Background: an optimization exercise with open tools, aiming at small area, a short achievable clock period and few clock cycles per item. Do not read the settings as production practice. Function was checked by simulation only, so behaviour that the tests miss may differ from the original. Power and IR drop assume default switching activity.

## garnet
## conv_pair_top
module conv_pair_top (
    input  logic                 clk_i,
    input  logic                 reset_i,
    input  logic                 win_valid_i,
    input  logic [127:0]         win_i,            
    output logic                 credit_o,
    input  logic                 credit_i,
    output logic                 result_valid_o,
    output logic [31:0]          result_o          
);
    logic [1:0][16:0] row_raw;     
    logic [15:0] pa0;
    logic [15:0] pb0;
    logic [15:0] pc0;
    logic [15:0] pd0;
    logic [3:0] u0;
    logic s0_1;
    logic k0_2;
    logic s0_3;
    logic k0_4;
    logic s0_5;
    logic k0_6;
    logic s0_7;
    logic k0_8;
    logic s0_9;
    logic k0_10;
    logic s0_11;
    logic k0_12;
    logic s0_13;
    logic k0_14;
    logic s0_15;
    logic k0_16;
    logic s0_17;
    logic k0_18;
    logic s0_19;
    logic k0_20;
    logic s0_21;
    logic k0_22;
    logic s0_23;
    logic k0_24;
    logic s0_25;
    logic k0_26;
    logic s0_27;
    logic k0_28;
    logic s0_29;
    logic k0_30;
    logic s0_31;
  ...
Size in the first run: about 600 cells after synthesis, about 74 flip-flops.
export LEC_CHECK = 0
export CAP_MARGIN = 20
export CORE_MARGIN = 2
export CORE_UTILIZATION = 40
export SETUP_SLACK_MARGIN = 3.5
export SLEW_MARGIN = 20
export SYNTH_HIERARCHICAL = 1
export SYNTH_MINIMUM_KEEP_SIZE = 0
create_clock -name core_clock -period 10.0 [get_ports {clk_i}]
standard.sh (not shown) runs the stock make flow with config.mk's settings and CLKGATE_MAP_FILE= SYNTH_SCRIPT=/design/flow/synth_recipe.tcl, a recipe that flattens the netlist after the stock synthesis.
==> flow/flow/run.sh <==
#!/bin/bash
# Standard layout (the standard.sh, all ORFS steps), except that the port buffers are
# buf_2 cells instead of the delay buffers buffer_ports picks by default.
# Each tool's full output is in orfs/logs/; make's own output is in make.log.
set -euo pipefail
bash standard.sh BUFFER_PORTS_ARGS="-buffer_cell sky130_fd_sc_hd__buf_2" finish > make.log 2>&1
Testbench counts of garnet, summed over its fixed seeds: cycles 968, items 960.
For sierra, these inputs were changed with respect to garnet:
- changing SETUP_SLACK_MARGIN from 3.5 to 4.0
Findings:
Number of buffers created by CTS: sierra vs garnet identical. Diff garnet -> sierra: sequential share of layout area ~0 delta, core footprint now sits at about the same level. The cell area on sierra is in line with that on garnet. sierra -> garnet: number of non-clock buffers in the layout delta 0, exact match.

* * *

conv_pair_top, a different RTL version from the one above (not shown whole).
For scale: roughly 660 cells after synthesis, about 170 I/O pins, about 7400 µm² of cells after synthesis.
Settings: LEC_CHECK=0, CAP_MARGIN=20, CORE_MARGIN=2, CORE_UTILIZATION=45, CTS_BUF_LIST=sky130_fd_sc_hd__clkbuf_4 sky130_fd_sc_hd__clkbuf_8, PLACE_DENSITY=0.85, SETUP_SLACK_MARGIN=5.0, SLEW_MARGIN=20, SYNTH_HIERARCHICAL=1, SYNTH_MINIMUM_KEEP_SIZE=0; clock period 10.0 ns.
==> flow/flow/run.sh <==
#!/bin/bash
set -euo pipefail
bash standard.sh SETUP_SLACK_MARGIN=5.3 BUFFER_PORTS_ARGS="-buffer_cell sky130_fd_sc_hd__buf_1" finish > make.log 2>&1
Testbench counts at the start, summed over its fixed seeds: cycles 968, items 960.
Then changed:
Settings changed: CORE_UTILIZATION 45 to 60, PLACE_DENSITY 0.85 to 0.7.
Utilization rises by 17 points; routed wire length falls by a few percent; setup slack improved by 0.026 ns; final cell count falls by a few percent.
Then changed:
Settings changed: CORE_UTILIZATION 60 to 50, PLACE_DENSITY 0.7 to 0.75.
First-iteration DRC count came out higher by 18%.
Power came out lower by 3.6%.
Wire length came out lower by about 2.4%.
Design area came out lower by about 0.4%.
Sequential share of layout area hardly moves.
Maximum frequency came out higher by 0.76%.
Via count came out lower by 2.1%.
Setup slack gains 0.035 ns.
Critical path depth is unchanged.
Global-route usage came out lower by 4.4 points.
Then changed:
Settings changed: PLACE_DENSITY 0.75 to 0.85.
=> Final cell count rises by 0.40%; sequential share of layout area falls by 0.36 points; wire length rises by 2.1%; non-clock buffer count rises by 4; hold slack stays flat; total power rises by 4.6%; die area is unchanged; fmax falls by 0.67%; clock skew stays flat.

* * *

Another version of the RTL of conv_pair_top (not shown whole).
Size: ~660 cells after synthesis, about 170 I/O pins, ~7400 um^2 of cells after synthesis.
Settings: LEC_CHECK=0, CAP_MARGIN=20, CORE_MARGIN=2, CORE_UTILIZATION=55, CTS_BUF_LIST=sky130_fd_sc_hd__clkbuf_4 sky130_fd_sc_hd__clkbuf_8, SETUP_SLACK_MARGIN=5.0, SLEW_MARGIN=20, SYNTH_HIERARCHICAL=1, SYNTH_MINIMUM_KEEP_SIZE=0; clock period 10.0 ns.
==> flow/flow/run.sh <==
#!/bin/bash
set -euo pipefail
bash standard.sh SETUP_SLACK_MARGIN=5.4 BUFFER_PORTS_ARGS="-buffer_cell sky130_fd_sc_hd__buf_1" finish > make.log 2>&1
Testbench counts at the start, summed over its fixed seeds: cycles 968, items 960.
Next try:
==> flow/flow/run.sh (replaced) <==
#!/bin/bash
set -euo pipefail
bash standard.sh SETUP_SLACK_MARGIN=5.6 BUFFER_PORTS_ARGS="-buffer_cell sky130_fd_sc_hd__buf_1" finish > make.log 2>&1
What happened: Count of clock-buffer cells in the layout is lower by 2. Via count is higher by 3.6%. Setup slack improves by 0.043 ns. Sequential share of layout area is lower by 1.6 points. Combinational power is higher by 21%. Fmax is higher by 0.94%. Area after synthesis is unchanged. First-iteration DRC count is lower by 17%.

-- static timing again, ports no longer ideal --
In the flow no input, the clock included, has a driving cell. The finished layouts below were timed again as built, in two steps.
Step 1 (the two cells are an assumption about what drives the block):
set clk [get_ports {clk_i}]
set_driving_cell -lib_cell sky130_fd_sc_hd__clkbuf_16 $clk
set_driving_cell -lib_cell sky130_fd_sc_hd__buf_2 [delete_from_list [all_inputs] $clk]
Step 2, shift: input delay + t, output delay - t, t = (earliest + latest rising clock arrival at the registers) / 2. This alone moves slack from input paths to output paths.
Three values: no drivers, after step 1, after step 2; two values: the first two.
run | t, ns | setup WS [ns] | worst hold slack (ns)
garnet | 0.366 | 4.389 / 4.408 / 4.042 | 0.501 / 0.501 / 0.501
sierra | 0.366 | 4.389 / 4.408 / 4.042 | 0.501 / 0.501 / 0.501
the first run of note 2 | 0.381 | 5.365 / 5.379 / 4.998 | 0.501 / 0.501 / 0.501
the second run of note 2 | 0.381 | 5.391 / 5.403 / 5.022 | 0.508 / 0.508 / 0.508
the third run of note 2 | 0.376 | 5.426 / 5.433 / 5.057 | 0.501 / 0.501 / 0.501
the fourth run of note 2 | 0.382 | 5.395 / 5.405 / 5.023 | 0.501 / 0.501 / 0.501
the first run of note 3 | 0.389 | 5.385 / 5.390 / 5.001 | 0.505 / 0.505 / 0.505
the second run of note 3 | 0.390 | 5.428 / 5.420 / 5.030 | 0.505 / 0.505 / 0.505
After both steps setup and hold are still met in every run listed. For the second run of note 3, which loses most, drivers alone change the setup slack by -0.008 ns; drivers and shift together by -0.398 ns.
